From an optimization exercise on the open Yosys and OpenROAD flow, aimed at small area; shortcuts taken in it are not production practice.
Only simulation tests tie the RTL to the original design; equivalence was not proved.

==> flow/design.v (outline; a module is shown in full before it is edited, if it fits) <==
// module operand_aligner: 141 lines
// module fpu_fa: 10 lines
// module fpu_ha: 9 lines
// module calculation_unit: 2320 lines
// module result_stage: 95 lines
// module fpu_top: 72 lines
module fpu_top (
    input  logic             clk,
    input  logic             reset,
    input  logic [3:0]       op,
    input  logic             start,
    input  logic [31:0]      operand_a,
    input  logic [31:0]      operand_b,
    output logic             valid,
    output logic [31:0]      result
);
  // ...
==> flow/flow/run.sh <==
#!/bin/bash
# Layout flow: the standard layout, except that synthesis maps the logic
# with an area-oriented ABC script (flow/abc_area.script: area-only mapping)
# in place of ORFS's delay-oriented one. Everything else, the registers
# included, comes from the standard scripts unchanged.
set -euo pipefail
work=$(pwd)

# a private copy of the ORFS scripts with only the ABC script replaced
rm -rf "$work/scripts"
cp -r "$FLOW_HOME/scripts" "$work/scripts"
cp "$work/flow/abc_area.script" "$work/scripts/abc_area.script"

# synthesis with that copy, then the rest of the standard layout
bash "$work/standard.sh" SCRIPTS_DIR="$work/scripts" synth > "$work/synth.log" 2>&1
bash "$work/standard.sh" finish > "$work/layout.log" 2>&1
==> flow/flow/abc_area.script <==
strash
dch
map -a
topo
dnsize -c
==> flow/standard.sh <==
#!/bin/bash
# synth_recipe.tcl (not shown) runs the flow's synth.tcl, then flattens the netlist and writes it again
# the make line also repeats each setting of config.mk as NAME=value (left out here)
make -C /OpenROAD-flow-scripts/flow DESIGN_CONFIG=/design/flow/config.mk WORK_HOME=/design/flow/orfs CLKGATE_MAP_FILE= SYNTH_SCRIPT=/design/flow/synth_recipe.tcl "${@:-finish}"
==> flow/config.mk <==
export PLATFORM = sky130hd
export DESIGN_NAME = fpu_top
export DESIGN_NICKNAME = fpu_top
export VERILOG_FILES = /design/flow/design.v
export SDC_FILE = /design/flow/constraint.sdc
export NUM_CORES = 4
export LEC_CHECK = 0
export ABC_AREA = 1
export CAP_MARGIN = 20
export CORE_MARGIN = 2
export CORE_UTILIZATION = 60
export PLACE_DENSITY = 0.72
export SLEW_MARGIN = 20
export SYNTH_HIERARCHICAL = 1
==> flow/constraint.sdc <==
create_clock -name core_clock -period 10.0 [get_ports {clk}]
set_input_delay 2.0000 -clock core_clock [delete_from_list [all_inputs] [get_ports {clk}]]
set_output_delay 2.0000 -clock core_clock [all_outputs]
set_load 0.01 [all_outputs]
==> run summary, run 1 <==
dpl hpwl 56.9 mm; DR vias/cell 6.61; reg2reg end calculation_unit.calc_fraction[27]; Max transition margin 14.8%; Starting Density 60.4%; total wire length 76.4 mm; setup violators final 0; max reg flops 28; #FFs+latches synth 109; ys flop type dfxtp_1; met3 usage 16.3%; most common cell after layout, fill and taps aside nand2_1; clock buffer count 9; FP Rows 68; Yosys top cell area share 28.8%; Synth Area in Simple Gates 13.5%; Inverters 297; Pins Over Slew Limit 0; flop2flop setup slack 0.66 ns; placed cell areas 0.0230 mm²; gr usage total 42.5%; CP required 8.00 ns; Clock transition at path regs 0.08 ns; Compound-Gate Fraction of Synth Area 22.6%; Largest area class, layout multi-input combinational cells; Seq area share 9.32%; Regs by FF count calculation_unit.calc_fraction: 28 flops, operand_aligner.stage_fraction_b: 27 flops, operand_aligner.stage_fraction_a: 23 flops; global-route wire length before repair 118 mm; WP buf/inv 13; DP Worst Slack 0.257 ns; worst-path maximum fanout 23; pin count of the biggest net entering global routing 76; Final TNS setup 0 ns; Non-Clock Buffer Count 184; outcome finished clean; grt ovf 0; largest family of logic cells by synthesized area adder cells; I/O pin count 104; CTS Sinks 109; max cap viols 0
==> run 2: changes to the inputs <==
==> flow/flow/run.sh (replaced) <==
#!/bin/bash
# Layout flow: the standard layout, except that
#  - synthesis maps the logic with an area-oriented ABC script
#    (flow/abc_area.script: area-only mapping) in place of ORFS's
#    delay-oriented one; everything else in synthesis, the registers
#    included, comes from the standard scripts unchanged;
#  - every input and output port still gets its own buffer, but a
#    sky130_fd_sc_hd__buf_1 instead of the larger cell buffer_ports picks.
set -euo pipefail
work=$(pwd)

# a private copy of the ORFS scripts with only the ABC script replaced
rm -rf "$work/scripts"
cp -r "$FLOW_HOME/scripts" "$work/scripts"
cp "$work/flow/abc_area.script" "$work/scripts/abc_area.script"

# synthesis with that copy, then the rest of the standard layout
bash "$work/standard.sh" SCRIPTS_DIR="$work/scripts" synth > "$work/synth.log" 2>&1
BUFFER_PORTS_ARGS="-buffer_cell sky130_fd_sc_hd__buf_1" bash "$work/standard.sh" finish > "$work/layout.log" 2>&1
--- a/flow/config.mk
+++ b/flow/config.mk
@@ -10,4 +10,5 @@
 export CORE_MARGIN = 2
 export CORE_UTILIZATION = 60
+export CTS_BUF_LIST = sky130_fd_sc_hd__clkbuf_8
 export PLACE_DENSITY = 0.72
 export SLEW_MARGIN = 20
==> run 2 against run 1 <==
  * Global-route usage down 1.4 points
  * Worst hold slack improved by 0.0048 ns
  * Utilization fell by 1.9 points
  * Critical endpoint is now result[14]
  * Synthesized area unchanged
  * Critical path depth is the same
  * Largest cell class unchanged
  * Synthesized cell count stayed put
  * Setup slack improved by 0.030 ns
  * Via count fell by 0.85%
  * Non-clock buffer count is 10 higher
  * First-iteration DRC count fell by 7.2%
==> run summary, run 2 <==
pin count of the biggest net entering global routing 76 (unchanged); post-route ant nets 0; Yosys top cell area share 28.8% (unchanged); # DRC 0; reg2reg start operand_aligner.stage_mul; most numerous cell in the Yosys netlist nand2_1; Hold WC Path Type reg -> reg; gp weighted congestion 1.00; Synth warnings 9; Filler Cell Count 3107; vias in the first global route 20800; die area 0.0360 mm²; setup violators final 0 (unchanged); Worst-Skew Late Latency 0.39 ns; period utilisation layout 94.9%; Worst Hold Depth 0; most frequent cells in the layout nand2_1 (372), fa_1 (298), clkinv_1 (292); initial antenna violation count 1; worst slew pin tran 1.02 ns; crit path time final 9.49 ns; multi-input logic area 0.0176 mm²; Max transition margin 31.6% (+17 points); Hold EP calculation_unit.calc_special[0]; register area 0.00218 mm²; WL per Instance 22.8 µm; Worst R2R Path Depth 33; reg2reg end calculation_unit.calc_fraction[27]; flop2flop setup slack 0.52 ns (-0.14 ns); Fmax 0.105 GHz; cell area after synthesis 0.0207 mm²; fraction of registers with async set/reset 0%; global-route wire length before repair 115 mm (-2.9%); FP Rows 68 (unchanged); Layout Utilization 66.4%; kind of critical path reg -> out; #FFs+latches synth 109 (unchanged); Largest stage delay, worst path 0.59 ns; DR vias/cell 6.53 (-1.2%); total wire length 74.4 mm (-2.6%); share of layout cells above drive strength 1 5.98%; number of detailed-route iterations in the first pass 8; syn_nets 3072; Pins Over Slew Limit 0 (unchanged); Worst Path Arrival 7.49 ns; CTS Sinks 109 (unchanged); Critical Path Most Common Cell clkinv_1; number of synthesized flops with an enable pin 0; Cell variety after synth 43; top area cells in the synthesized netlist fa_1 (29%), xor2_1 (11%), dfxtp_1 (11%), o22ai_1 (7.2%), nand2_1 (6.7%); Die Height 190 µm; Hold Fails Final Rpt 0; CORE AREA 0.0343 mm²; max reg flops 28 (unchanged); Starting Density 60.4% (unchanged); Iter 0 DRT Violations 2299; Layout Skew 0.0183 ns; I/O pin count 104 (unchanged); Reg with most FFs calculation_unit.calc_fraction; synthesized area per cell 7.97 µm²; clk root buf clkbuf_8; CP Launch Type flop; Clock Path Buffers 2; total number of vias 21300; Num CTS Buffers 9; CTS tree built; Regs by FF count calculation_unit.calc_fraction: 28 flops, operand_aligner.stage_fraction_b: 27 flops, operand_aligner.stage_fraction_a: 23 flops; IO Port Bufs 103; H-Tree Depth 3; Post-synth top cells nand2_1 (372), fa_1 (298), clkinv_1 (297), xor2_1 (261), o22ai_1 (239); Seq/Total Area, Yosys 10.5%; CP required 8.00 ns (about the same); dpl hpwl 55.5 mm (-2.3%); Worst Setup End Kind output port; Cells after Synth 2598; max cap viols 0 (unchanged); largest area contributor in the netlist fa_1; Clock transition at path regs 0.12 ns (+0.04 ns); gr usage total 41.1% (-1.4 points); most common cell after layout, fill and taps aside nand2_1; Area Overhead vs Synth 10.0%; nets@finish 3280; die width 190 µm; Slowest-stage cell, CP o41ai_2; ys flop type dfxtp_1; outcome finished clean; grt ovf 0 (unchanged); worst-path maximum fanout 23 (unchanged); HP Start operand_aligner.stage_special[0]
==> run 2: cell counts after synthesis <==
No cell type changed its count.
==> run 2: area by class of cell <==
type	count	area share, %
diodes	1	0.0110
clock buffers	9	0.544
clock inverters	7	0.450
inverters	297	4.96
multi-input cells	2194	77.2
flip-flops and latches	109	9.59
well taps	455	2.50
repair buffers	194	4.75
repair inverters	1	0.0330
==> run 2: cells by family (layout without fill, tap and decap cells) <==
family | Yosys count | after routing | share of synthesized area (%)
simple gates | 695 | 697 | 13.5
mux | 22 | 22 | 1.06
flops | 109 | 109 | 10.5
compound gates | 794 | 795 | 22.6
other cells | 1 | 2 | 0.0181
fa+ha+maj | 403 | 403 | 35.2
buf+inv | 298 | 508 | 5.42
xor+xnor | 276 | 276 | 11.7
==> run 2: Yosys stat by module (local to each module, per instance), excerpt <==
module            cell area (µm²)  flip-flops and latches  copies in the design
operand_aligner              4810                      66                     1
fpu_fa                       20.0                       0                   264
result_stage                 2260                       0                     1
fpu_ha                       12.5                       0                    34
calculation_unit             7920                      43                     1
==> run 2: how the worst max path moves through the flow <==
stage	startpoint	endpoint	slack [ns]	cells after the start
6_report	calculation_unit.calc_fraction[14]	result[14]	0.51	34
5_1_grt	calculation_unit.calc_fraction[14]	result[17]	-0.10	34
4_1_cts	calculation_unit.calc_fraction[14]	result[23]	0.01	37
3_5_place_dp	calculation_unit.calc_fraction[14]	result[22]	0.34	33
3_3_place_gp	calculation_unit.calc_fraction[14]	result[22]	0.57	33
2_1_floorplan	operand_a[23]	operand_aligner.stage_fraction_b[0]	0.01	35
==> run 2: what timing repair did <==
item                                    CTS  global route
hold endpoints to repair                  0             0
endpoints found under the setup margin   24            36
resized for setup                         1            10
gates cloned                              1             3
pin swaps                                 1             2
setup buffers                             0            12
hold buffers                              0             0
==> run 2: per-layer routing <==
metal / global-route usage [%] / up-vias / share of wire, %
met3: 14.4 / 316 / 14
met2: 61.4 / 1461 / 43
li1: - / 9452 / -
met4: 19.2 / 2 / 5.4
met5: 0 / - / 0.016
met1: 53.5 / 10100 / 38
==> run 2: per-stage QoR <==
| step | TNS [ns] | setup WS (ns) | hold slack, ns | instances | cell area [µm²] |
|---|---|---|---|---|---|
| floorplan | 0 | 0.0135 | 0.310 | 2598 | 20800 |
| global placement | 0 | 0.567 | 0.314 | 3234 | 22400 |
| detailed placement | 0 | 0.344 | 0.312 | 3234 | 22400 |
| CTS | 0 | 0.00978 | 0.340 | 3251 | 22600 |
| global route | -1.09 | -0.103 | 0.347 | 3266 | 22800 |
| finish | 0 | 0.514 | 0.340 | 3267 | 22800 |
==> run 2: worst max-delay path: cells and delay by family (launching register included) <==
kind | cells | cell delay, ns
compound gates | 6 | 1.66
fa+ha+maj | 8 | 2.12
buf+inv | 12 | 1.70
flops | 1 | 0.40
simple gates | 8 | 1.19
==> run 3: changes to the inputs <==
--- a/flow/config.mk
+++ b/flow/config.mk
@@ -11,4 +11,5 @@
 export CORE_UTILIZATION = 60
 export CTS_BUF_LIST = sky130_fd_sc_hd__clkbuf_8
+export GPL_TIMING_DRIVEN = 0
 export PLACE_DENSITY = 0.72
 export SLEW_MARGIN = 20
==> run 3 against run 2 <==
  * Register-to-register slack worse by 0.08 ns
  * Final area is 0.15% higher
  * Synthesized cell count did not move
  * Synthesized area unchanged
  * Sequential share of layout area barely moved
  * Largest cell class unchanged
==> run summary, run 3 <==
outcome finished clean; Cell variety after synth 43 (unchanged); syn_nets 3072 (unchanged); number of synthesized flops with an enable pin 0 (unchanged); Slowest-stage cell, CP nor2_4; initial antenna violation count 3 (+2); Layout Cells excl Fill 3221 (-1.4%); kind of critical path reg -> reg; largest area contributor in the netlist fa_1; Pins Over Slew Limit 0 (unchanged); Regs by FF count calculation_unit.calc_fraction: 28 flops, operand_aligner.stage_fraction_b: 27 flops, operand_aligner.stage_fraction_a: 23 flops; Largest stage delay, worst path 0.66 ns (+0.07 ns); Filler Cell Count 2998 (-3.5%); Iter 0 DRT Violations 2484 (+8.0%); grt ovf 0 (unchanged); cell area after synthesis 0.0207 mm² (unchanged); CTS Hold Bufs 0 (unchanged); Reg with most FFs calculation_unit.calc_fraction; Seq/Total Area, Yosys 10.5% (unchanged); CORE AREA 0.0343 mm² (unchanged); total wire length 75.7 mm (+1.8%); die area 0.0360 mm² (unchanged); Worst-Skew Late Latency 0.40 ns (about the same); Fmax 0.105 GHz (-0.82%); CP required 10.32 ns (+2.32 ns); # DRC 0 (unchanged); pin count of the biggest net entering global routing 119 (+57%); IO Port Bufs 103 (unchanged); worst slew pin tran 1.23 ns (+0.211 ns); max cap viols 0 (unchanged); gr usage total 41.5% (+0.42 points); Hold Fails Final Rpt 0 (unchanged); FP Rows 68 (unchanged); CTS tree built; crit path time final 9.56 ns (+0.0786 ns); global-route wire length before repair 116 mm (+0.73%); Area Overhead vs Synth 10.2%; most frequent cells in the layout nand2_1 (367), fa_1 (298), clkinv_1 (282); CTS Sinks 109 (unchanged); Hold WC Path Type reg -> reg; period utilisation layout 95.6% (+0.79 points); gp weighted congestion 0.969 (-3.2%); top area cells in the synthesized netlist fa_1 (29%), xor2_1 (11%), dfxtp_1 (11%), o22ai_1 (7.2%), nand2_1 (6.7%); worst-path maximum fanout 14 (-39%); setup violators final 0 (unchanged); Worst Path Arrival 9.89 ns (+2.40 ns); Synth warnings 9 (unchanged); Clock Path Buffers 2 (unchanged); fraction of registers with async set/reset 0% (unchanged); dpl hpwl 52.9 mm (-4.8%); vias in the first global route 20600 (-1.1%); ys flop type dfxtp_1; flop2flop setup slack 0.44 ns (-0.08 ns); placed cell count 3169 (-2.0%); #FFs+latches synth 109 (unchanged); H-Tree Depth 3 (unchanged); CP Launch Type flop; post-route ant nets 0 (unchanged); synthesized area per cell 7.97 µm² (unchanged); most numerous cell in the Yosys netlist nand2_1; Clock transition at path regs 0.12 ns (about the same); Starting Density 60.4% (unchanged); Worst Setup End Kind flop; share of layout cells above drive strength 1 5.46% (-0.52 points); most common cell after layout, fill and taps aside nand2_1; Max transition margin 17.9% (-14 points); max reg flops 28 (unchanged); Layout Skew 0.0193 ns (+0.00102 ns); Yosys top cell area share 28.8% (unchanged); Cells after Synth 2598 (unchanged); Die Height 190 µm (unchanged); WL per Instance 23.5 µm (+3.2%); Post-synth top cells nand2_1 (372), fa_1 (298), clkinv_1 (297), xor2_1 (261), o22ai_1 (239); clk root buf clkbuf_8; total number of vias 21400 (+0.44%); DR vias/cell 6.65 (+1.9%); I/O pin count 104 (unchanged); die width 190 µm (unchanged); nets@finish 3234 (-1.4%); Num CTS Buffers 9 (unchanged); Critical Path Most Common Cell fa_1; number of detailed-route iterations in the first pass 8 (unchanged)
run 3: worst max-delay path, delay by kind of cell (launching register included):
family                     cells  cell delay [ns]
adders and majority gates      7             2.98
AOI/OAI and AO/OA             12             2.90
and+or+nand+nor                6             1.46
buffers and inverters          5             1.16
DFF                            1             0.50
xor gates and xnor gates       3             0.48
run 3: Yosys stat by module (local to each module, per instance), a selection:
module            area, µm²  cells  copies in the design
calculation_unit       7920   1130                     1
result_stage           2260    433                     1
fpu_fa                 20.0      1                   264
operand_aligner        4810    737                     1
fpu_ha                 12.5      1                    34
run 3: worst paths after layout:
path / from / end / cells after the start
max: operand_aligner.stage_fraction_b[16] / calculation_unit.calc_fraction[27] / 33
min: operand_aligner.stage_special[1] / calculation_unit.calc_special[1] / 0
max reg2reg: operand_aligner.stage_fraction_b[16] / calculation_unit.calc_fraction[27] / 33
min reg2reg: operand_aligner.stage_special[1] / calculation_unit.calc_special[1] / 0
run 3: metal layers:
layer  GRT usage, %  up-vias  wire length, µm
met2           62.6     1564            32700
met4           18.5        4             3870
li1               -     9413                -
met3           12.7      357             9960
met5              0        -               26
met1           55.2    10100            29200
run 3: final cells by class:
type	instances	area, µm²	area share (%)
clock buffer	9	124	0.543
timing repair buffer	136	830	3.64
timing repair inverter	2	16.3	0.0713
sequential	109	2190	9.59
tap	455	569	2.50
antenna	1	2.50	0.0110
clock inverter	7	85.1	0.373
multi-input combinational	2204	17800	78.0
inverter	297	1190	5.24
buffer	1	7.51	0.0329
run 3: cell families after synthesis:
group / synth area share, %
and+or+nand+nor: 13.5
muxes: 1.06
xor gates and xnor gates: 11.7
AOI/OAI and AO/OA: 22.6
other: 0.0181
DFF: 10.5
buffers and inverters: 5.42
adders and majority gates: 35.2
run 3: timing repair:
action                     in CTS  in global routing
gates resized for setup        18                 23
buffers inserted                9                 10
cloned                         12                  3
setup endpoints to repair      53                 49
pin swaps                      13                  4
run 3: per-stage QoR:
| step | setup TNS, ns | util [%] | setup slack, ns | hold WS (ns) | cell area (µm²) |
|---|---|---|---|---|---|
| 2_1_floorplan | 0 | - | 0.0135 | 0.310 | 20800 |
| 3_3_place_gp | -145.66 | 63.5 | -3.39 | 0.311 | 21800 |
| 3_5_place_dp | -76.36 | 64.6 | -1.80 | 0.312 | 22100 |
| 4_1_cts | 0 | 65.9 | 0.0170 | 0.341 | 22600 |
| 5_1_grt | -0.108 | 66.5 | -0.0506 | 0.354 | 22800 |
| 6_report | 0 | 66.5 | 0.435 | 0.339 | 22800 |
==> run 4: changes to the inputs <==
--- a/flow/flow/run.sh
+++ b/flow/flow/run.sh
@@ -6,5 +6,7 @@
 #    included, comes from the standard scripts unchanged;
 #  - every input and output port still gets its own buffer, but a
-#    sky130_fd_sc_hd__buf_1 instead of the larger cell buffer_ports picks.
+#    sky130_fd_sc_hd__buf_1 instead of the larger cell buffer_ports picks;
+#  - after global routing, ORFS's own power recovery (RECOVER_POWER)
+#    downsizes gates on paths that keep positive slack.
 set -euo pipefail
 work=$(pwd)
@@ -17,3 +19,3 @@
 # synthesis with that copy, then the rest of the standard layout
 bash "$work/standard.sh" SCRIPTS_DIR="$work/scripts" synth > "$work/synth.log" 2>&1
-BUFFER_PORTS_ARGS="-buffer_cell sky130_fd_sc_hd__buf_1" bash "$work/standard.sh" finish > "$work/layout.log" 2>&1
+BUFFER_PORTS_ARGS="-buffer_cell sky130_fd_sc_hd__buf_1" RECOVER_POWER=100 bash "$work/standard.sh" finish > "$work/layout.log" 2>&1
--- a/flow/config.mk
+++ b/flow/config.mk
@@ -11,5 +11,4 @@
 export CORE_UTILIZATION = 60
 export CTS_BUF_LIST = sky130_fd_sc_hd__clkbuf_8
-export GPL_TIMING_DRIVEN = 0
 export PLACE_DENSITY = 0.72
 export SLEW_MARGIN = 20
==> run 4 against run 3 <==
  * Die area unchanged
  * Via count decreased by 0.26%
  * Flip-flop and latch count unchanged
  * Wire length decreased by 1.6%
  * Synthesized area unchanged
  * Largest cell class unchanged
==> run summary, run 4 <==
WL per Instance 22.8 µm (-2.9%); Die Height 190 µm (unchanged); crit path time final 9.50 ns (-0.0607 ns); Worst-Skew Late Latency 0.39 ns (about the same); FP Rows 68 (unchanged); Max transition margin 14.4% (-3.5 points); Starting Density 60.4% (unchanged); kind of critical path reg -> reg; largest area contributor in the netlist fa_1; gp weighted congestion 1.00 (+3.3%); CTS tree built; CTS Sinks 109 (unchanged); number of synthesized flops with an enable pin 0 (unchanged); setup violators final 0 (unchanged); max cap viols 0 (unchanged); syn_nets 3072 (unchanged); Area Overhead vs Synth 9.96%; DP Worst Slack 0.344 ns (+2.14 ns); Yosys top cell area share 28.8% (unchanged); cell area after synthesis 0.0207 mm² (unchanged); reg2reg end calculation_unit.calc_fraction[27]; worst slew pin tran 1.28 ns (+0.0537 ns); placed cell count 3234 (+2.1%); top area cells in the synthesized netlist fa_1 (29%), xor2_1 (11%), dfxtp_1 (11%), o22ai_1 (7.2%), nand2_1 (6.7%); CP Launch Type flop; busiest grt layer met2; Cells after Synth 2598 (unchanged); reg2reg start operand_aligner.stage_mul; Reg with most FFs calculation_unit.calc_fraction; max reg flops 28 (unchanged); placed cell areas 0.0224 mm² (+1.1%); Worst Setup End Kind flop; share of layout cells above drive strength 1 5.91% (+0.44 points); Clock Path Buffers 2 (unchanged); Hold Fails Final Rpt 0 (unchanged); Hold WC Path Type reg -> reg; Clock transition at path regs 0.11 ns (about the same); Post-synth top cells nand2_1 (372), fa_1 (298), clkinv_1 (297), xor2_1 (261), o22ai_1 (239); most numerous cell in the Yosys netlist nand2_1; IO Port Bufs 103 (unchanged); clk root buf clkbuf_8; most frequent cells in the layout nand2_1 (372), fa_1 (298), clkinv_1 (292); Slowest-stage cell, CP o21ai_1; die width 190 µm (unchanged); Cell variety after synth 43 (unchanged); antenna cells 0 (-1); Critical Path Most Common Cell fa_1; CP Capture Point calculation_unit.calc_fraction[27]; total number of vias 21400 (-0.26%); die area 0.0360 mm² (unchanged); DR vias/cell 6.55 (-1.6%); post-route ant nets 0 (unchanged); fin worst setup slack 0.496 ns (+0.0607 ns); #FFs+latches synth 109 (unchanged); post-route cell area 0.0228 mm² (-0.20%); global-route wire length before repair 115 mm (-0.72%); total wire length 74.5 mm (-1.6%); period utilisation layout 95.0% (-0.61 points); pin count of the biggest net entering global routing 76 (-36%); CORE AREA 0.0343 mm² (unchanged); vias in the first global route 20800 (+1.1%); # DRC 0 (unchanged); Num CTS Buffers 9 (unchanged); flop2flop setup slack 0.50 ns (+0.06 ns); most common cell after layout, fill and taps aside nand2_1; grt ovf 0 (unchanged); CP required 10.32 ns (about the same); fraction of registers with async set/reset 0% (unchanged); Worst Path Arrival 9.83 ns (-0.06 ns); Regs by FF count calculation_unit.calc_fraction: 28 flops, operand_aligner.stage_fraction_b: 27 flops, operand_aligner.stage_fraction_a: 23 flops; Seq/Total Area, Yosys 10.5% (unchanged); gr usage total 41.1% (-0.42 points); Worst R2R Path Depth 33 (unchanged); CTS Hold Bufs 0 (unchanged); I/O pin count 104 (unchanged); ys flop type dfxtp_1; crit path launch operand_aligner.stage_mul; GRT met2 Usage 61.4% (-1.2 points); synthesized area per cell 7.97 µm² (unchanged); Filler Cell Count 3109 (+3.7%); met3 usage 14.4% (+1.7 points); initial antenna violation count 1 (-2); H-Tree Depth 3 (unchanged); nets@finish 3280 (+1.4%); number of detailed-route iterations in the first pass 8 (unchanged); Pins Over Slew Limit 0 (unchanged); Layout Skew 0.0200 ns (+0.000674 ns); Iter 0 DRT Violations 2343 (-5.7%); Fmax 0.105 GHz (+0.64%); Layout Cells excl Fill 3266 (+1.4%); worst-path maximum fanout 42 (+28); Synth warnings 9 (unchanged); Largest stage delay, worst path 0.87 ns (+0.21 ns); outcome finished clean; dpl hpwl 55.5 mm (+5.0%); met1 Usage GRT 53.5% (-1.7 points)
## run 4: cell counts after synthesis
Identical to the previous run, type by type.
## run 4: area by class of cell
| cell class | count | area (µm²) | area share (%) |
|---|---|---|---|
| sequential | 109 | 2180 | 9.59 |
| multi-input combinational | 2194 | 17600 | 77.2 |
| tap | 455 | 569 | 2.50 |
| timing repair inverter | 1 | 7.51 | 0.0330 |
| clock inverter | 7 | 103 | 0.451 |
| timing repair buffer | 194 | 1070 | 4.72 |
| inverter | 297 | 1130 | 4.96 |
| clock buffer | 9 | 124 | 0.544 |
## run 4: per-layer routing
| metal | part of all wire (%) | routed length [µm] |
|---|---|---|
| met1 | 38 | 28500 |
| met2 | 43 | 31700 |
| met3 | 14 | 10100 |
| met4 | 5.7 | 4220 |
| met5 | 0.016 | 12 |
## run 4: cells by family (layout without fill, tap and decap cells)
kind of cell    after synthesis  count (layout)  share of synthesized area [%]
compound gates              794             795                           22.6
xor+xnor                    276             276                           11.7
fa+ha+maj                   403             403                           35.2
buf+inv                     298             508                           5.42
flops                       109             109                           10.5
mux                          22              22                           1.06
other cells                   1               1                         0.0181
simple gates                695             697                           13.5
## run 4: worst max-delay path: cells and delay by family, from the launching register on
family / cells / cell delay [ns]
adder cells (fa/ha/maj): 7 / 3.21
flip-flops: 1 / 0.40
AO/OA/AOI/OAI: 13 / 3.46
buffers and inverters: 5 / 1.08
XOR/XNOR: 3 / 0.47
AND/OR/NAND/NOR: 5 / 0.76
## run 4: repair_timing
action                     in CTS  in global routing
setup endpoints to repair      24                 36
setup buffers                   0                 12
gates cloned                    1                  3
pin swaps                       1                  2
resized for setup               1                 10
## run 4: Yosys stat by module, one instance, submodules excluded, a selection
module            cell area (µm²)  cells inside  copies in the design  flops+latches
calculation_unit             7920          1130                     1             43
fpu_fa                       20.0             1                   264              0
operand_aligner              4810           737                     1             66
result_stage                 2260           433                     1              0
fpu_ha                       12.5             1                    34              0
## run 4: worst min-delay path by stage
stage	start	to	slack (ns)	cells after the start
global route	operand_aligner.stage_rz	calculation_unit.calc_rz	0.35	0
detailed placement	operand_aligner.stage_special[0]	calculation_unit.calc_special[0]	0.31	0
finish	operand_aligner.stage_special[0]	calculation_unit.calc_special[0]	0.34	0
floorplan	operand_aligner.stage_rz	calculation_unit.calc_rz	0.31	0
CTS	operand_aligner.stage_special[0]	calculation_unit.calc_special[0]	0.34	0
global placement	operand_aligner.stage_sign	calculation_unit.calc_sign	0.31	0
## run 4: metrics by stage
stage / utilization, % / hold WS (ns) / TNS, ns
2_1_floorplan: - / 0.310 / 0
3_3_place_gp: 65.3 / 0.314 / 0
3_5_place_dp: 65.3 / 0.312 / 0
4_1_cts: 66.0 / 0.340 / 0
5_1_grt: 66.4 / 0.347 / -1.35
6_report: 66.4 / 0.340 / 0
==> run 5: changes to the inputs <==
--- a/flow/config.mk
+++ b/flow/config.mk
@@ -7,9 +7,9 @@
 export LEC_CHECK = 0
 export ABC_AREA = 1
-export CAP_MARGIN = 20
+export CAP_MARGIN = 10
 export CORE_MARGIN = 2
 export CORE_UTILIZATION = 60
 export CTS_BUF_LIST = sky130_fd_sc_hd__clkbuf_8
 export PLACE_DENSITY = 0.72
-export SLEW_MARGIN = 20
+export SLEW_MARGIN = 10
 export SYNTH_HIERARCHICAL = 1
==> run 5 against run 4 <==
  * Still clean
  * Sequential share of layout area unchanged
  * Cell count is the same
  * Wire length stayed put
  * Utilization is the same
  * Global-route usage stayed put
  * Critical endpoint unchanged
  * Largest cell class unchanged
  * Highest routed layer unchanged
==> run summary, run 5 <==
#FFs+latches synth 109 (unchanged); placed cell areas 0.0224 mm² (unchanged); Worst Path Arrival 9.83 ns (about the same); CTS Sinks 109 (unchanged); ys flop type dfxtp_1; post-route cell area 0.0228 mm² (unchanged); total wire length 74.5 mm (unchanged); Largest stage delay, worst path 0.87 ns (about the same); FP Rows 68 (unchanged); gp weighted congestion 1.00 (unchanged); # DRC 0 (unchanged); initial antenna violation count 1 (unchanged); Fmax 0.105 GHz (unchanged); CP required 10.32 ns (about the same); I/O pin count 104 (unchanged); die width 190 µm (unchanged); WL per Instance 22.8 µm (unchanged); Hold Fails Final Rpt 0 (unchanged); total number of vias 21400 (unchanged); clk root buf clkbuf_8; Slowest-stage cell, CP o21ai_1; syn_nets 3072 (unchanged); synthesized area per cell 7.97 µm² (unchanged); max cap viols 0 (unchanged); dpl hpwl 55.5 mm (unchanged); Yosys top cell area share 28.8% (unchanged); grt ovf 0 (unchanged); vias in the first global route 20800 (unchanged); Worst-Skew Late Latency 0.39 ns (about the same); Synth warnings 9 (unchanged); number of synthesized flops with an enable pin 0 (unchanged); setup violators final 0 (unchanged); Regs by FF count calculation_unit.calc_fraction: 28 flops, operand_aligner.stage_fraction_b: 27 flops, operand_aligner.stage_fraction_a: 23 flops; Cells after Synth 2598 (unchanged); DR vias/cell 6.55 (unchanged); post-route ant nets 0 (unchanged); worst-path maximum fanout 42 (unchanged); pin count of the biggest net entering global routing 76 (unchanged); number of detailed-route iterations in the first pass 8 (unchanged); Pins Over Slew Limit 0 (unchanged); kind of critical path reg -> reg; gr usage total 41.1% (unchanged); Area Overhead vs Synth 9.96% (unchanged); Die Height 190 µm (unchanged); DP Worst Slack 0.344 ns (unchanged); Max transition margin 14.4% (unchanged); largest area contributor in the netlist fa_1; CORE AREA 0.0343 mm² (unchanged); period utilisation layout 95.0% (unchanged); Num CTS Buffers 9 (unchanged); most common cell after layout, fill and taps aside nand2_1; share of layout cells above drive strength 1 5.91% (unchanged); max reg flops 28 (unchanged); H-Tree Depth 3 (unchanged); Hold WC Path Type reg -> reg; fraction of registers with async set/reset 0% (unchanged); IO Port Bufs 103 (unchanged); crit path time final 9.50 ns (unchanged); Clock Path Buffers 2 (unchanged); worst slew pin tran 1.28 ns (unchanged); CP Launch Type flop; Critical Path Most Common Cell fa_1; nets@finish 3280 (unchanged); most frequent cells in the layout nand2_1 (372), fa_1 (298), clkinv_1 (292); top area cells in the synthesized netlist fa_1 (29%), xor2_1 (11%), dfxtp_1 (11%), o22ai_1 (7.2%), nand2_1 (6.7%); Filler Cell Count 3109 (unchanged); outcome finished clean; Post-synth top cells nand2_1 (372), fa_1 (298), clkinv_1 (297), xor2_1 (261), o22ai_1 (239); Iter 0 DRT Violations 2343 (unchanged); Clock transition at path regs 0.11 ns (about the same); Starting Density 60.4% (unchanged); Reg with most FFs calculation_unit.calc_fraction; Layout Skew 0.0200 ns (unchanged); cell area after synthesis 0.0207 mm² (unchanged); fin worst setup slack 0.496 ns (unchanged); Seq/Total Area, Yosys 10.5% (unchanged); Worst Setup End Kind flop; Cell variety after synth 43 (unchanged); most numerous cell in the Yosys netlist nand2_1; die area 0.0360 mm² (unchanged); antenna cells 0 (unchanged); CTS tree built; global-route wire length before repair 115 mm (unchanged)
[run 5: cell counts after synthesis]
Identical to the previous run, type by type.
[run 5: timing repair]
item | in CTS | in global routing
gates resized for setup | 1 | 10
pin swaps | 1 | 2
setup endpoints to repair | 24 | 36
setup buffers | 0 | 12
cloned | 1 | 3
hold buffers | 0 | 0
[run 5: kinds of logic after synthesis]
kind of cell / Yosys count / share of synthesized area (%)
compound gates: 794 / 22.6
xor+xnor: 276 / 11.7
fa+ha+maj: 403 / 35.2
buf+inv: 298 / 5.42
flops: 109 / 10.5
mux: 22 / 1.06
other cells: 1 / 0.0181
simple gates: 695 / 13.5
[run 5: per-stage QoR]
step / utilization (%) / instances / hold slack [ns] / TNS (ns)
floorplan: - / 2598 / 0.310 / 0
global placement: 65.3 / 3234 / 0.314 / 0
detailed placement: 65.3 / 3234 / 0.312 / 0
CTS: 66.0 / 3251 / 0.340 / 0
global route: 66.4 / 3266 / 0.347 / -1.35
finish: 66.4 / 3266 / 0.340 / 0
[run 5: worst paths after layout]
path	startpoint	end	slack [ns]	cells past startpoint
max	operand_aligner.stage_mul	calculation_unit.calc_fraction[27]	0.50	33
max reg2reg	operand_aligner.stage_mul	calculation_unit.calc_fraction[27]	0.50	33
min	operand_aligner.stage_special[0]	calculation_unit.calc_special[0]	0.34	0
min reg2reg	operand_aligner.stage_special[0]	calculation_unit.calc_special[0]	0.34	0
[run 5: cell type report]
class                           instances  area [µm²]  area share, %
Inverter                              297        1130           4.96
Timing Repair inverter                  1        7.51         0.0330
Clock buffer                            9         124          0.544
Tap cell                              455         569           2.50
Clock inverter                          7         103          0.451
Sequential cell                       109        2180           9.59
Multi-Input combinational cell       2194       17600           77.2
Timing Repair Buffer                  194        1070           4.72
[run 5: critical path: cells and delay by family (launching register included)]
family | cells | cell delay (ns)
compound gates | 13 | 3.46
xor+xnor | 3 | 0.47
fa+ha+maj | 7 | 3.21
buf+inv | 5 | 1.08
flops | 1 | 0.40
simple gates | 5 | 0.76
[run 5: Yosys stat by module, one instance, submodules excluded, excerpt]
module | cells | area [µm²] | copies in the design
calculation_unit | 1130 | 7920 | 1
fpu_fa | 1 | 20.0 | 264
fpu_ha | 1 | 12.5 | 34
operand_aligner | 737 | 4810 | 1
result_stage | 433 | 2260 | 1
[run 5: metal layers]
metal	track usage [%]	wire length, µm	vias up
met5	0	12	-
met2	61.4	31700	1493
met3	14.4	10100	354
li1	-	-	9450
met1	53.5	28500	10100
met4	19.2	4220	2
==> run 6: changes to the inputs <==
==> flow/flow/run.sh (replaced) <==
#!/bin/bash
# Layout flow: the standard layout, except that
#  - synthesis maps the logic with an area-oriented ABC script
#    (flow/abc_area.script: area-only mapping) in place of ORFS's
#    delay-oriented one, and extracts full/half adder cells only in the
#    adder modules fpu_fa and fpu_ha (the rest of the logic is left to ABC);
#    everything else in synthesis, the registers included, comes from the
#    standard scripts unchanged;
#  - every input and output port still gets its own buffer, but a
#    sky130_fd_sc_hd__buf_1 instead of the larger cell buffer_ports picks.
set -euo pipefail
work=$(pwd)

# a private copy of the ORFS scripts with only those two changes
rm -rf "$work/scripts"
cp -r "$FLOW_HOME/scripts" "$work/scripts"
cp "$work/flow/abc_area.script" "$work/scripts/abc_area.script"
sed -i 's/^  extract_fa {\*}\[dont_use_extract_fa_args\]$/  extract_fa {*}[dont_use_extract_fa_args] fpu_fa fpu_ha/' "$work/scripts/synth.tcl"
grep -q '^  extract_fa {\*}\[dont_use_extract_fa_args\] fpu_fa fpu_ha$' "$work/scripts/synth.tcl"

# synthesis with that copy, then the rest of the standard layout
bash "$work/standard.sh" SCRIPTS_DIR="$work/scripts" synth > "$work/synth.log" 2>&1
BUFFER_PORTS_ARGS="-buffer_cell sky130_fd_sc_hd__buf_1" bash "$work/standard.sh" finish > "$work/layout.log" 2>&1
==> flow/flow/abc_area.script (replaced) <==
strash
dch
map -a
strash
dch
map -a
strash
dch
map -a
topo
dnsize -c
--- a/flow/config.mk
+++ b/flow/config.mk
@@ -7,9 +7,8 @@
 export LEC_CHECK = 0
 export ABC_AREA = 1
-export CAP_MARGIN = 10
+export CAP_MARGIN = 20
 export CORE_MARGIN = 2
 export CORE_UTILIZATION = 60
-export CTS_BUF_LIST = sky130_fd_sc_hd__clkbuf_8
 export PLACE_DENSITY = 0.72
-export SLEW_MARGIN = 10
+export SLEW_MARGIN = 20
 export SYNTH_HIERARCHICAL = 1
==> run 6 against run 5 <==
  * Wire length shrank 2.5%
  * Synthesized cell count grew 5.4%
  * First-iteration DRC count grew 6.5%
  * Global-route usage grew 0.84 points
  * Sequential share of layout area grew 0.28 points
  * Clock-buffer cell count is the same
  * Setup slack gained 0.37 ns
  * Clock skew shrank 0.0075 ns
  * Critical endpoint unchanged
==> run summary, run 6 <==
outcome finished clean; Iter 0 DRT Violations 2496 (+6.5%); fraction of registers with async set/reset 0% (unchanged); Slowest-stage cell, CP fa_1; flop2flop setup slack 0.87 ns (+0.37 ns); number of synthesized flops with an enable pin 0 (unchanged); Worst Setup End Kind flop; #FFs+latches synth 109 (unchanged); Layout Skew 0.0125 ns (-0.00749 ns); CTS tree built; number of detailed-route iterations in the first pass 6 (-2); HP Start operand_aligner.stage_sign; ys flop type dfxtp_1; I/O pin count 104 (unchanged); GRT met2 Usage 63.7% (+2.2 points); crit path launch operand_aligner.stage_fraction_b[6]; grt ovf 0 (unchanged); met3 usage 11.6% (-2.8 points); Yosys top cell area share 26.3% (-2.5 points); Cells after Synth 2738 (+5.4%); period utilisation layout 91.3% (-3.7 points); die width 187 µm (-1.4%); worst-path maximum fanout 9 (-79%); Clock Path Buffers 2 (unchanged); Layout Utilization 66.5% (+0.10 points); DR vias/cell 6.44 (-1.6%); clk root buf clkbuf_16; initial antenna violation count 2 (+1); WL per Instance 21.4 µm (-6.1%); Worst Path Arrival 9.38 ns (-0.45 ns); Layout Cells excl Fill 3389 (+3.8%); RSZ-0062 raised after global routing no; Critical Path Most Common Cell o21ai_0; dpl hpwl 54.6 mm (-1.6%); setup violators final 0 (unchanged); Seq/Total Area, Yosys 10.8% (+0.31 points); Filler Cell Count 3034 (-2.4%); die area 0.0350 mm² (-2.8%); Fmax 0.109 GHz (+4.1%); most numerous cell in the Yosys netlist nor2_1; kind of critical path reg -> reg; Num CTS Buffers 9 (unchanged); pin count of the biggest net entering global routing 75 (-1.3%); gp weighted congestion 1.03 (+2.4%); CTS Hold Bufs 0 (unchanged); met1 Usage GRT 54.8% (+1.3 points); DP Worst Slack 0.329 ns (-0.0148 ns); syn_nets 3107 (+1.1%); Worst R2R Path Depth 42 (+27%); most frequent cells in the layout nor2_1 (364), nand2_1 (362), clkinv_1 (332); placed cell areas 0.0218 mm² (-2.8%); Post-synth top cells nor2_1 (379), nand2_1 (364), clkinv_1 (336), o22ai_1 (304), xor2_1 (275); CP Capture Point calculation_unit.calc_fraction[27]; busiest grt layer met2; CP required 10.24 ns (-0.08 ns); # DRC 0 (unchanged); total wire length 72.6 mm (-2.5%); Die Height 187 µm (-1.4%); Synth warnings 9 (unchanged); Starting Density 60.5% (+0.072 points); reg2reg end calculation_unit.calc_fraction[27]; Final TNS setup 0 ns (unchanged); Worst-Skew Late Latency 0.37 ns (-0.02 ns); cell area after synthesis 0.0201 mm² (-2.8%); CP Launch Type flop; Hold WC Path Type reg -> reg; placed cell count 3369 (+4.2%); Area Overhead vs Synth 9.99% (about the same); worst slew pin tran 1.21 ns (-0.0754 ns); Reg with most FFs calculation_unit.calc_fraction; crit path time final 9.13 ns (-0.370 ns); total number of vias 21800 (+2.1%); CORE AREA 0.0333 mm² (-2.9%); share of layout cells above drive strength 1 4.90% (-1.0 points); Pins Over Slew Limit 0 (unchanged); gr usage total 42.0% (+0.84 points); Max transition margin 18.9% (+4.5 points); FP Rows 67 (-1.5%); CTS Sinks 109 (unchanged); Hold Fails Final Rpt 0 (unchanged); synthesized area per cell 7.35 µm² (-7.8%); post-route ant nets 0 (unchanged); reg2reg start operand_aligner.stage_fraction_b[6]; top area cells in the synthesized netlist fa_1 (26%), xor2_1 (12%), dfxtp_1 (11%), o22ai_1 (9.5%), nor2_1 (7.1%); fin worst setup slack 0.866 ns (+0.370 ns); Clock transition at path regs 0.08 ns (-0.03 ns); max reg flops 28 (unchanged); Largest stage delay, worst path 0.54 ns (-0.33 ns); max cap viols 0 (unchanged); most common cell after layout, fill and taps aside nor2_1; global-route wire length before repair 116 mm (+1.1%); H-Tree Depth 3 (unchanged); largest area contributor in the netlist fa_1; post-route cell area 0.0221 mm² (-2.8%); IO Port Bufs 103 (unchanged); nets@finish 3304 (+0.73%); Cell variety after synth 45 (+4.7%); vias in the first global route 21500 (+3.3%); Regs by FF count calculation_unit.calc_fraction: 28 flops, operand_aligner.stage_fraction_b: 27 flops, operand_aligner.stage_fraction_a: 23 flops
==> run 6: modules after synthesis, one instance, submodules excluded, excerpt <==
module / cells / area [µm²] / flip-flops and latches / copies in the design
fpu_fa: 1 / 20.0 / 0 / 264
operand_aligner: 754 / 4500 / 66 / 1
result_stage: 480 / 2190 / 0 / 1
calculation_unit: 1206 / 7730 / 43 / 1
fpu_ha: 1 / 12.5 / 0 / 34
==> run 6: per-stage QoR <==
stage               hold slack (ns)
floorplan                     0.310
global placement              0.312
detailed placement            0.314
CTS                           0.330
global route                  0.348
finish                        0.327
==> run 6: worst min path at each step <==
stage	end	slack, ns	cells past startpoint
after floorplan	calculation_unit.calc_rz	0.31	0
after global placement	calculation_unit.calc_special[1]	0.31	0
after detailed placement	calculation_unit.calc_rz	0.31	0
after CTS	calculation_unit.calc_sign	0.33	0
after global routing	calculation_unit.calc_rz	0.35	0
final	calculation_unit.calc_sign	0.33	0
==> run 6: metal layers <==
layer | share of wire, % | routed length [µm]
met1 | 38 | 27500
met2 | 43 | 31100
met3 | 13 | 9690
met4 | 6.0 | 4340
met5 | 0.017 | 12
==> run 6: cell type report <==
class	instances	area (µm²)	area share (%)
Timing Repair Buffer	186	1010	4.56
Tap cell	448	561	2.53
Clock buffer	9	225	1.02
Sequential cell	109	2180	9.87
Multi-Input combinational cell	2292	16800	75.9
Timing Repair inverter	1	5.00	0.0226
Antenna cell	1	2.50	0.0113
Inverter	336	1280	5.77
Clock inverter	7	77.6	0.351
==> run 6: critical path, delay by kind of cell (launching register included) <==
family,cells,cell delay [ns]
buffers and inverters,4,0.65
DFF,1,0.48
xor gates and xnor gates,2,0.34
adders and majority gates,6,2.52
and+or+nand+nor,17,2.12
AOI/OAI and AO/OA,13,2.93
==> run 6: kinds of logic (layout without fill, tap and decap cells) <==
kind of cell / count (synthesis) / count (layout) / synth area share, %
AOI/OAI and AO/OA: 820 / 820 / 23.6
buffers and inverters: 337 / 539 / 6.31
muxes: 10 / 10 / 0.498
and+or+nand+nor: 862 / 862 / 17.2
xor gates and xnor gates: 299 / 299 / 13.0
other: 1 / 2 / 0.0186
DFF: 109 / 109 / 10.8
adders and majority gates: 300 / 300 / 28.5
==> run 6: repair_timing <==
item,4_1_cts,5_1_grt
setup buffers,0,2
gates resized for setup,1,10
cloned,0,1
endpoints found under the setup margin,23,31
==> run 7: changes to the inputs <==
==> flow/flow/abc_area.script (replaced) <==
strash
dch
map -a
strash
dch
map -a
topo
dnsize -c
==> run 7 against run 6 <==
  * Still clean on timing, DRC and antenna
  * Die area is 0.32% higher
==> run summary, run 7 <==
die width 187 µm (+0.16%); GRT met2 Usage 64.3% (+0.67 points); CTS Hold Bufs 0 (unchanged); most common cell after layout, fill and taps aside nand2_1; gp weighted congestion 1.02 (-0.92%); Num CTS Buffers 9 (unchanged); fraction of registers with async set/reset 0% (unchanged); Cells after Synth 2746 (+0.29%); CORE AREA 0.0334 mm² (+0.25%); CP Launch Type flop; H-Tree Depth 3 (unchanged); setup violators final 0 (unchanged); Hold Fails Final Rpt 0 (unchanged); post-route ant nets 0 (unchanged); period utilisation layout 91.1% (-0.21 points); Post-synth top cells nor2_1 (375), nand2_1 (374), clkinv_1 (310), xor2_1 (277), o21ai_0 (271); most numerous cell in the Yosys netlist nor2_1; total number of vias 21900 (+0.49%); RSZ-0062 raised after global routing no; dpl hpwl 55.7 mm (+2.0%); most frequent cells in the layout nand2_1 (371), nor2_1 (362), clkinv_1 (305); Clock transition at path regs 0.09 ns (about the same); Clock Path Buffers 2 (unchanged); Max transition margin 33.4% (+14 points); Iter 0 DRT Violations 2476 (-0.80%); Worst Setup End Kind flop; grt ovf 0 (unchanged); Hold WC Path Type reg -> reg; Cell variety after synth 46 (+2.2%); crit path time final 9.11 ns (-0.0205 ns); ys flop type dfxtp_1; crit path launch operand_aligner.stage_mul; max reg flops 28 (unchanged); Critical Path Most Common Cell nor2_1; nets@finish 3312 (+0.24%); met1 Usage GRT 53.7% (-1.1 points); max cap viols 0 (unchanged); total wire length 73.9 mm (+1.8%); Largest stage delay, worst path 0.53 ns (about the same); number of synthesized flops with an enable pin 0 (unchanged); WP buf/inv 6 (+2); busiest grt layer met2; pin count of the biggest net entering global routing 78 (+4.0%); CP delay by family, top simple AND/OR/NAND/NOR gates; worst-path maximum fanout 33 (+24); flop2flop setup slack 0.89 ns (+0.02 ns); outcome finished clean; Worst Path Arrival 9.43 ns (+0.05 ns); initial antenna violation count 1 (-1); Synth warnings 9 (unchanged); clk root buf clkbuf_16; Pins Over Slew Limit 0 (unchanged); largest area contributor in the netlist fa_1; Reg with most FFs calculation_unit.calc_fraction; # DRC 0 (unchanged); WL per Instance 21.8 µm (+1.6%); number of detailed-route iterations in the first pass 9 (+3); #FFs+latches synth 109 (unchanged); cell area after synthesis 0.0202 mm² (+0.33%); worst slew pin tran 0.993 ns (-0.215 ns); Slowest-stage cell, CP fa_1; reg2reg start operand_aligner.stage_mul; CP required 10.32 ns (+0.08 ns); Area Overhead vs Synth 9.96% (about the same); IO Port Bufs 103 (unchanged); share of layout cells above drive strength 1 5.02% (+0.12 points); kind of critical path reg -> reg; top area cells in the synthesized netlist fa_1 (26%), xor2_1 (12%), dfxtp_1 (11%), o22ai_1 (7.7%), nor2_1 (7.0%); Filler Cell Count 3046 (+0.40%); CTS tree built; Layout Utilization 66.5% (about the same); Die Height 187 µm (+0.16%); Fmax 0.110 GHz (+0.23%); vias in the first global route 21600 (+0.32%); CTS Sinks 109 (unchanged); Layout Cells excl Fill 3396 (+0.21%); Regs by FF count calculation_unit.calc_fraction: 28 flops, operand_aligner.stage_fraction_b: 27 flops, operand_aligner.stage_fraction_a: 23 flops; synthesized area per cell 7.35 µm² (about the same); Layout Skew 0.0192 ns (+0.00676 ns); syn_nets 3115 (+0.26%); FP Rows 67 (unchanged); die area 0.0351 mm² (+0.32%); met3 usage 12.9% (+1.3 points); HP Start operand_aligner.stage_special[0]; Seq/Total Area, Yosys 10.8% (-0.036 points); DR vias/cell 6.46 (+0.28%); I/O pin count 104 (unchanged); antenna cells 0 (-1); Yosys top cell area share 26.2% (-0.086 points); Starting Density 60.5% (about the same); gr usage total 42.2% (+0.21 points); global-route wire length before repair 116 mm (+0.33%); placed cell count 3377 (+0.24%); Worst-Skew Late Latency 0.39 ns (+0.02 ns)
==> run 7: final cells by class <==
| class | instances | area, µm² | share of cell area (%) |
|---|---|---|---|
| multi-input combinational | 2326 | 16900 | 76.3 |
| tap | 448 | 561 | 2.53 |
| clock buffer | 9 | 225 | 1.01 |
| sequential | 109 | 2180 | 9.84 |
| timing repair buffer | 187 | 1040 | 4.67 |
| inverter | 310 | 1180 | 5.31 |
| clock inverter | 7 | 72.6 | 0.327 |
==> run 7: per-layer routing <==
| layer | part of all wire [%] | up-vias | routed length [µm] |
|---|---|---|---|
| li1 | - | 9885 | - |
| met1 | 38 | 10100 | 27800 |
| met2 | 43 | 1554 | 31400 |
| met3 | 13 | 421 | 9960 |
| met4 | 6.4 | 0 | 4710 |
| met5 | 0 | - | 0 |
==> run 7: per-stage QoR <==
| stage | TNS (ns) | hold WS, ns | instance area [µm²] | setup WS [ns] |
|---|---|---|---|---|
| 2_1_floorplan | -0.0982 | 0.310 | 20300 | -0.0982 |
| 3_5_place_dp | 0 | 0.315 | 21800 | 0.130 |
| 5_1_grt | 0 | 0.346 | 22200 | 0.00982 |
| 3_3_place_gp | 0 | 0.312 | 21800 | 0.300 |
| 4_1_cts | 0 | 0.343 | 22100 | 0.180 |
| 6_report | 0 | 0.340 | 22200 | 0.887 |
==> run 7: worst paths after layout <==
check,to,cells after the start
max,calculation_unit.calc_fraction[27],40
min,calculation_unit.calc_special[0],0
max reg2reg,calculation_unit.calc_fraction[27],40
min reg2reg,calculation_unit.calc_special[0],0
==> run 7: kinds of logic after synthesis <==
family,Yosys count,synth area share [%]
XOR/XNOR,299,13.0
other,1,0.0186
adder cells (fa/ha/maj),298,28.3
AO/OA/AOI/OAI,833,23.9
buffers and inverters,311,5.80
flip-flops,109,10.8
AND/OR/NAND/NOR,884,17.7
multiplexers,11,0.552
==> run 7: modules after synthesis, one instance, submodules excluded, a selection <==
module	flip-flops and latches	area, µm²	cells inside
calculation_unit	43	7790	1228
fpu_fa	0	20.0	1
fpu_ha	0	12.5	1
operand_aligner	66	4480	736
result_stage	0	2200	484
==> run 7: what timing repair did <==
| action | in CTS | in global routing |
|---|---|---|
| cloned | 0 | 0 |
| endpoints found under the setup margin | 26 | 31 |
| gates resized for setup | 2 | 15 |
| setup buffers | 0 | 3 |
| hold endpoints to repair | 0 | 0 |
| pin swaps | 0 | 0 |

-- port drivers added, routing unchanged --
The flow's constraints put no driver on any port. The routed layouts listed below were extracted and timed again, unchanged, in two steps. Step 1: set_driving_cell puts a clkbuf_16 on clk and a buf_2 on each other input, an assumption about the parent block. Step 2 also shifts input and output timing later by t, the mid clock arrival at the registers, as if the neighbouring blocks saw the same clock. Slacks: no drivers / after step 1 / after step 2; pairs: no drivers / after step 1.
| run | t (ns) | slack for setup (ns) | clock arrival spread, ns | worst register clock-pin slew, ns | cell pins on the clock port's net |
|---|---|---|---|---|---|
| run 1 | 0.407 | 0.484 / 0.437 / 0.397 | 0.010 / 0.009 | 0.08 / 0.08 | 1 |
| run 2 | 0.421 | 0.514 / 0.473 / 0.462 | 0.022 / 0.022 | 0.12 / 0.12 | 1 |
| run 3 | 0.429 | 0.435 / 0.435 / 0.325 | 0.020 / 0.020 | 0.12 / 0.12 | 1 |
| run 4 | 0.421 | 0.496 / 0.469 / 0.446 | 0.022 / 0.022 | 0.12 / 0.12 | 1 |
| run 5 | 0.421 | 0.496 / 0.469 / 0.446 | 0.022 / 0.022 | 0.12 / 0.12 | 1 |
| run 6 | 0.413 | 0.866 / 0.866 / 0.497 | 0.013 / 0.014 | 0.08 / 0.08 | 1 |
| run 7 | 0.428 | 0.887 / 0.887 / 0.887 | 0.025 / 0.026 | 0.10 / 0.10 | 1 |
After both steps setup and hold are still met in every run listed. The setup slack of run 6, which loses most, moves by 0.000 ns with the drivers and by -0.369 ns with both steps.
